Background: an optimization exercise with open tools, aiming at small area. Do not read the settings as production practice.
Only simulation tests tie the RTL to the original design; equivalence was not proved.
No activity file was given, so power comes from the tool's default toggle rates.

--- flow/flow/run.sh ---
#!/bin/bash
# Standard ORFS layout with two changes:
#  - the port buffers use the smallest buffer (buf_1) instead of the
#    resizer's default choice;
#  - clock tree synthesis clusters up to 30 sinks per leaf buffer and adds
#    no dummy loads.
set -euo pipefail
bash standard.sh \
  'BUFFER_PORTS_ARGS=-buffer_cell sky130_fd_sc_hd__buf_1' \
  'CTS_ARGS=-sink_clustering_enable -repair_clock_nets -dont_use_dummy_load -sink_clustering_size 30 -sink_clustering_max_diameter 100' \
  finish > standard_flow.log 2>&1
--- flow/standard.sh ---
#!/bin/bash
# synth_recipe.tcl (not shown) runs the flow's synth.tcl, then flattens the netlist and writes it again
# the make line also repeats each setting of config.mk as NAME=value (left out here)
make -C /OpenROAD-flow-scripts/flow DESIGN_CONFIG=/design/flow/config.mk WORK_HOME=/design/flow/orfs CLKGATE_MAP_FILE= SYNTH_SCRIPT=/design/flow/synth_recipe.tcl "${@:-finish}"
--- flow/config.mk ---
export PLATFORM = sky130hd
export DESIGN_NAME = msg_char_streamer
export DESIGN_NICKNAME = msg_char_streamer
export VERILOG_FILES = /design/flow/design.v
export SDC_FILE = /design/flow/constraint.sdc
export NUM_CORES = 4
export LEC_CHECK = 0
export CAP_MARGIN = 20
export CORE_AREA = 2 2 378 378
export DIE_AREA = 0 0 380 380
export SETUP_SLACK_MARGIN = 0.1
export SLEW_MARGIN = 20
export SYNTH_HIERARCHICAL = 1
--- flow/constraint.sdc ---
create_clock -name core_clock -period 4.0 [get_ports {clk}]
set_input_delay 0.8000 -clock core_clock [delete_from_list [all_inputs] [get_ports {clk}]]
set_output_delay 0.8000 -clock core_clock [all_outputs]
set_load 0.01 [all_outputs]
--- flow/design.v ---
`default_nettype none
`timescale 1ns/1ps
package msg_char_streamer_pkg;
  localparam int MESSAGE_LENGTH = 160;   
  localparam int CHAR_LENGTH    = 8;     
  localparam int LEN_WIDTH      = 8;     
  localparam int MSG_WIDTH      = MESSAGE_LENGTH * CHAR_LENGTH;
  localparam logic [1:0] LABEL_HAM  = 2'b00;
  localparam logic [1:0] LABEL_SPAM = 2'b01;
  localparam logic [LEN_WIDTH-1:0] c_MAX_LEN = LEN_WIDTH'(MESSAGE_LENGTH);
  function automatic logic [LEN_WIDTH-1:0] clamp_len(input logic [LEN_WIDTH-1:0] len);
    clamp_len = (len > c_MAX_LEN) ? c_MAX_LEN : len;
  endfunction
endpackage
`default_nettype wire
`default_nettype none
`timescale 1ns/1ps
module msg_shift_buffer #(
  parameter int NCHAR = 160,
  parameter int CHAR  = 8,
  parameter int NHI   = (NCHAR + 15) / 16
) (
  input  wire logic                  clk,
  input  wire logic                  i_load,
  input  wire logic [NCHAR*CHAR-1:0] i_data,
  input  wire logic [15:0]           i_lo_n,
  input  wire logic [NHI-1:0]        i_hi_n,
  output logic      [CHAR-1:0]       o_char
);
  logic [(NCHAR-1)*CHAR-1:0] r_buf;
  always_ff @(posedge clk) begin
    if (i_load) begin
      r_buf <= i_data[(NCHAR-1)*CHAR-1:0];
    end
  end
  logic [NCHAR-2:0] w_sel;
  msg_rd_dec #(.NCHAR(NCHAR), .NHI(NHI)) u_dec (
    .i_lo_n (i_lo_n),
    .i_hi_n (i_hi_n),
    .o_sel  (w_sel)
  );
  for (genvar b = 0; b < CHAR; b++) begin : g_bit
    logic [NCHAR-2:0] w_col;
    for (genvar k = 0; k < NCHAR - 1; k++) begin : g_col
      assign w_col[k] = r_buf[CHAR*(NCHAR-2-k) + b];
    end
    msg_rd_bit #(.N(NCHAR-1)) u_bit (
      .i_sel  (w_sel),
      .i_data (w_col),
      .o_bit  (o_char[b])
    );
  end
endmodule
module msg_rd_dec #(
  parameter int NCHAR = 160,
  parameter int NHI   = 10
) (
  input  wire logic [15:0]      i_lo_n,
  input  wire logic [NHI-1:0]   i_hi_n,
  output logic      [NCHAR-2:0] o_sel
);
  for (genvar i = 1; i < NCHAR; i++) begin : g_sel
    if (i % 16 == 0) begin : g_wrap
      assign o_sel[i-1] = ~(i_lo_n[15] | i_hi_n[i/16 - 1]);
    end else begin : g_in
      assign o_sel[i-1] = ~(i_lo_n[i%16 - 1] | i_hi_n[i/16]);
    end
  end
endmodule
module msg_rd_bit #(
  parameter int N = 159
) (
  input  wire logic [N-1:0] i_sel,
  input  wire logic [N-1:0] i_data,
  output logic              o_bit
);
  localparam int NG = (N + 2) / 3;
  logic [NG-1:0] w_grp_n;
  for (genvar g = 0; g < N / 3; g++) begin : g_grp
    msg_rd_aoi3 u_aoi (
      .i_sel  (i_sel [3*g +: 3]),
      .i_data (i_data[3*g +: 3]),
      .o_n    (w_grp_n[g])
    );
  end
  if (N % 3 != 0) begin : g_rest
    assign w_grp_n[NG-1] = ~|(i_sel[N-1:3*(N/3)] & i_data[N-1:3*(N/3)]);
  end
  assign o_bit = ~&w_grp_n;
endmodule
module msg_rd_aoi3 (
  input  wire logic [2:0] i_sel,
  input  wire logic [2:0] i_data,
  output logic            o_n
);
  assign o_n = ~|(i_sel & i_data);
endmodule
`default_nettype wire
`default_nettype none
`timescale 1ns/1ps
module msg_char_streamer (
  input  wire logic                   clk,
  input  wire logic                   reset,
  input  wire logic                   load_valid,
  output      logic                   load_ready,
  input  wire logic [msg_char_streamer_pkg::MSG_WIDTH-1:0]   load_msg,
  input  wire logic [msg_char_streamer_pkg::LEN_WIDTH-1:0]   load_length,
  input  wire logic [1:0]             load_label,
  output      logic                   char_valid,
  input  wire logic                   char_ready,
  output      logic [msg_char_streamer_pkg::CHAR_LENGTH-1:0] char_data,
  output      logic [msg_char_streamer_pkg::LEN_WIDTH-1:0]   char_index,
  output      logic                   char_first,
  output      logic                   char_last,
  output      logic [1:0]             char_label,
  output      logic                   done,
  output      logic [msg_char_streamer_pkg::LEN_WIDTH-1:0]   done_count,
  output      logic                   busy
);
  logic                   r_ready;
  logic                   r_valid;
  logic                   r_done;
  logic [msg_char_streamer_pkg::LEN_WIDTH-1:0]   r_index;
  logic [15:0]            r_lo_n;      
  logic [9:0]             r_hi_n;      
  logic [msg_char_streamer_pkg::CHAR_LENGTH-1:0] r_data;      
  logic [msg_char_streamer_pkg::LEN_WIDTH-1:0]   r_len;
  logic [1:0]             r_label;
  logic                   w_load_fire;
  logic                   w_char_fire;
  logic                   w_last;
  logic                   w_len_zero;
  logic [msg_char_streamer_pkg::CHAR_LENGTH-1:0] w_next_char;
  logic [msg_char_streamer_pkg::LEN_WIDTH-1:0]   w_index_inc;
  assign w_load_fire = r_ready && load_valid;
  assign w_char_fire = r_valid && char_ready;
  assign w_len_zero  = (load_length == '0);
  assign w_index_inc = r_index + msg_char_streamer_pkg::LEN_WIDTH'(1);
  assign w_last      = (w_index_inc == r_len);
  always_ff @(posedge clk or negedge reset) begin
    if (!reset) begin
      r_ready <= 1'b0;
      r_valid <= 1'b0;
      r_done  <= 1'b0;
    end else begin
      r_ready <= r_done || (!r_valid && !r_done && !w_load_fire);
      r_valid <= (w_load_fire && !w_len_zero) || (r_valid && !(char_ready && w_last));
      r_done  <= (w_load_fire && w_len_zero) || (w_char_fire && w_last);
    end
  end
  always_ff @(posedge clk) begin
    if (r_ready) begin
      r_len    <= msg_char_streamer_pkg::clamp_len(load_length);
      r_label  <= load_label;
      r_index  <= '0;
      r_lo_n   <= ~16'd1;
      r_hi_n   <= ~10'd1;
      r_data   <= load_msg[msg_char_streamer_pkg::MSG_WIDTH-1 -: msg_char_streamer_pkg::CHAR_LENGTH];
    end else if (w_char_fire) begin
      r_index  <= w_index_inc;
      r_lo_n   <= {r_lo_n[14:0], r_lo_n[15]};
      if (!r_lo_n[15]) r_hi_n <= {r_hi_n[8:0], r_hi_n[9]};
      r_data   <= w_next_char;
    end
  end
  msg_shift_buffer #(
    .NCHAR (msg_char_streamer_pkg::MESSAGE_LENGTH),
    .CHAR  (msg_char_streamer_pkg::CHAR_LENGTH)
  ) u_shift_buffer (
    .clk     (clk),
    .i_load  (r_ready),
    .i_data  (load_msg),
    .i_lo_n  (r_lo_n),
    .i_hi_n  (r_hi_n),
    .o_char  (w_next_char)
  );
  assign load_ready = r_ready;
  assign char_valid = r_valid;
  assign char_data  = r_data;
  assign char_index = r_index;
  assign char_first = !(r_lo_n[0] || r_hi_n[0]);
  assign char_last  = w_last;
  assign char_label = r_label;
  assign done       = r_done;
  assign done_count = r_len;
  assign busy       = r_valid || r_done;
endmodule
`default_nettype wire
==> results by group <==
Status
  • Status: no timing/DRC/antenna violations

Die
  • I/O Pins: 1326
  • Starting density of the core: 0.333
  • Die height: 380 um
  • Die ar.: 144000 um2
  • Core Region: roughly 140000 um2
  • Row cnt: around 140
  • Die X: 380 um

Drt
  • Met2 WL: 105 mm
  • Initial DRT Pass Iterations: 12
  • WL met3: between 20 and 25 mm
  • Post-Route WL: 214 mm
  • Residual DRC: 0
  • Top Layer Used: met5
  • Routed WL per cell: 37.9 um
  • Routed met1 length: approximately 76 mm
  • Vias/cell: 5.78
  • First DRT Iteration DRCs: about 6.7k
  • Routed vias: 32.6k
  • Routed Antenna Nets: 0

Global route
  • First-pass GRT wire length: 277 mm
  • Vias in the first global route: 31.7k
  • Total GRT Usage: 0.285
  • Largest net degree at the start of global routing: 136
  • Grt total ovfl: 0
  • Initial antenna violation count: 74

Synthesis
  • Syn Inst Count: 2255
  • Synth unique cells: 46
  • Post-synthesis sequential area ratio: 0.847
  • Area of the mapped netlist: 46600 um2
  • #FFs+latches synth: 1327
  • Syn_nets: roughly 3.6k
  • Synthesized area per cell: 20.7 um2
  • Async S/R FF share, synth: 0.00226
  • Post-synth top flop: edfxtp_1
  • Number of synthesized flops with an enable pin: 1290
  • Yosys warns: 8

Layout
  • Most common cell after layout, fill and taps aside: buf_1
  • Nets@finish: 5034
  • Most frequent cells in the layout: buf_1, edfxtp_1, a222oi_1, nor2_1, buf_4
  • Fill cell total of the finished layout: 13.0k
  • Area Growth Syn to Fin: 21.2%
  • Final instance area: 56600 um2
  • Layout cells sized above 1: 0.0723

Pwr
  • Worst vdd ir: 474 uV
  • PwrDens: around 590 nW/um2
  • Leak: 16.8 nW

CTS
  • H-tree depth: 2
  • CTS tree: yes
  • Postcts setup bufs: 0
  • Cts bufs inserted: between 50 and 60
  • CTS clock-pin slew for the worst setup and hold paths: between 0.1 and 0.15 ns
  • Clk latency of the worst-skew pair: between 0.7 and 0.8 ns
  • TritonCTS sink count: 1327
  • Clock Path Buffers: 3
  • Clock root buffer master: clkbuf_16

Timing
  • Setup WS post-layout: 0.162 ns
  • Slew HR: 0.194
  • Tightest Pin Transition: ~1.2 ns
  • Min cycle time layout: around 3.8 ns
  • Setup Skew: 0.0852 ns
  • Setup violations, final: 0
  • Slew Viols, Final: 0
  • Period utilization: 0.960
  • Hold violation count in the final report: 0
  • Fmax: approximately 260 MHz
  • Unrepaired setup endpoints after global routing: no

Placement
  • Placer Congestion: 0.990
  • HPWL after DPL: 170 mm
  • Place WS: -0.438 ns
  • Port Buf Inserts: 1325
  • Area post-placement: 55000 um2

Flow run
  • Max-cap violations: 0

Critical path
  • Reg2reg start: r_lo_n[5]
  • Critical Path Start: r_lo_n[5]
  • Critical path arrival: 4.25 ns
  • Worst EP required: 4.42 ns
  • R2r setup slk: 0.16 ns
  • CP Max Fanout: 8
  • Crit start category: flop
  • Worst Setup EP: r_data[3]
  • CP Capture Type: flop
  • Reg-to-reg endpoint: r_data[3]
  • Reg2Reg Depth: 8
  • Crit path kind: reg -> reg

Worst hold path
  • Hold Crit Class: in -> reg
power breakdown:
group | internal [mW] | switching [mW] | total [mW]
Sequential | 16.0 | 1.01 | 17.1
Clock | 2.51 | 4.14 | 6.64
Combinational | 2.54 | 6.94 | 9.49
worst max-delay path, cell delays in order (launching register included):
cell,delay (ns)
dfxtp_2,0.68
buf_4,0.31
nor2_1,0.19
a222oi_1,0.74
nand4_1,0.24
nor4_1,0.78
buf_4,0.27
nand4_1,0.09
mux2_2,0.28
repair_timing:
action,CTS,global route
resized for setup,12,2
hold buffers,1,0
pin swaps,3,1
endpoints found under the setup margin,7,2
hold endpoints to repair,3,0
cell type report:
type | instances | area [um2] | share of cell area
multi-input combinational | 875 | 6900 | 0.122
timing repair buffer | 1475 | 6280 | 0.111
sequential | 1327 | 39500 | 0.699
clock buffer | 56 | 1400 | 0.0248
tap | 1876 | 2350 | 0.0415
antenna | 35 | 87.6 | 0.00155
inverter | 4 | 15.0 | 0.000265
sequential cells by signal, indices dropped and copies added, names as in the netlist:
register              count
r_done                    1
r_lo_n                   16
r_valid                   1
r_len                     8
r_label                   2
r_ready                   1
u_shift_buffer.r_buf   1272
r_index                   8
r_hi_n                   10
r_data                    8
modules after synthesis (local to each module, per instance), a selection:
module / times used / flip-flops and latches / cells / area [um2]
msg_char_streamer: 1 / 55 / 213 / 2360
msg_rd_aoi3: 424 / 0 / 1 / 10.0
how the worst min path moves through the flow:
stage / from / end / cells after the start
global route: load_msg[672] / u_shift_buffer.r_buf[672] / 1
global placement: r_done / r_ready / 1
detailed placement: r_done / r_ready / 1
finish: load_msg[825] / u_shift_buffer.r_buf[825] / 1
floorplan: r_lo_n[10] / r_lo_n[10] / 1
CTS: load_msg[825] / u_shift_buffer.r_buf[825] / 1
cell usage after synthesis, types with 2 or more instances:
library cell | n | area share
a211o_1 | 24 | 0.0045
a21oi_1 | 5 | 0.00054
a222oi_1 | 424 | 0.091
and3_1 | 15 | 0.0020
buf_1 | 2 | 0.00016
buf_2 | 8 | 0.00086
buf_6 | 17 | 0.0041
clkbuf_1 | 11 | 0.00089
clkbuf_2 | 9 | 0.00097
dfrtp_1 | 3 | 0.0016
dfxtp_1 | 34 | 0.015
edfxtp_1 | 1290 | 0.83
inv_1 | 4 | 0.00032
mux2_2 | 8 | 0.0019
nand2_1 | 17 | 0.0014
nand3_1 | 14 | 0.0015
nand4_1 | 105 | 0.014
nor2_1 | 166 | 0.013
nor2_2 | 13 | 0.0017
nor2_4 | 2 | 0.00048
nor2b_1 | 15 | 0.0020
nor3_1 | 3 | 0.00032
nor4_1 | 25 | 0.0034
o21ai_0 | 4 | 0.00043
or2_2 | 3 | 0.00040
xnor2_1 | 11 | 0.0021
xor2_1 | 4 | 0.00075
metrics by stage:
| stage | instances | hold WS, ns | utilization | TNS, ns | total power [mW] |
|---|---|---|---|---|---|
| 5_1_grt | 5639 | 0.188 | 0.404 | 0 | 34.1 |
| 3_3_place_gp | 5552 | 0.501 | 0.393 | -1.56 | 26.5 |
| 3_5_place_dp | 5555 | 0.513 | 0.393 | -1.37 | 26.6 |
| 2_1_floorplan | 2255 | 0.444 | - | -7228.09 | 21.3 |
| 6_report | 5648 | 0.245 | 0.404 | 0 | 33.2 |
| 4_1_cts | 5612 | 0.179 | 0.403 | 0 | 33.1 |
per-layer routing:
layer | vias to the layer above | GRT usage
li1 | 13135 | -
met1 | 16375 | 0.352
met2 | 2677 | 0.481
met3 | 391 | 0.0685
met4 | 48 | 0.117
met5 | - | 0
cells by family after synthesis:
family | count (synthesis) | share of synthesized area
muxes | 8 | 0.00193
and+or+nand+nor | 385 | 0.0419
xor gates and xnor gates | 15 | 0.00282
buffers and inverters | 53 | 0.00789
DFF | 1327 | 0.847
AOI/OAI and AO/OA | 466 | 0.0985
adders and majority gates | 1 | 0.000268

afterwards: timing with drivers on the ports:
How much do the figures lean on ideal ports? The routed layout below was timed once more, with nothing changed but the port constraints. Step 1 assumes that a clkbuf_16 drives the clock port and a buf_2 every other input. Step 2 moves the port delays by t, midway between the first and last clock arrival at a register: inputs arrive t later, outputs are due t later. That takes back most of the time a late clock gives input paths. Slacks: ideal / step 1 / step 2; pairs: ideal / step 1.
t (ns): 0.748
slack for setup (ns): 0.162 / 0.162 / 0.162
worst hold slack (ns): 0.245 / 0.188 / 0.538
latest minus earliest clock arrival (ns): 0.096 / 0.095
cell pins on the clock port's net: 1
After both steps setup and hold are still met in this run. The setup slack of this run moves by 0.000 ns with the drivers and by 0.000 ns with both steps.
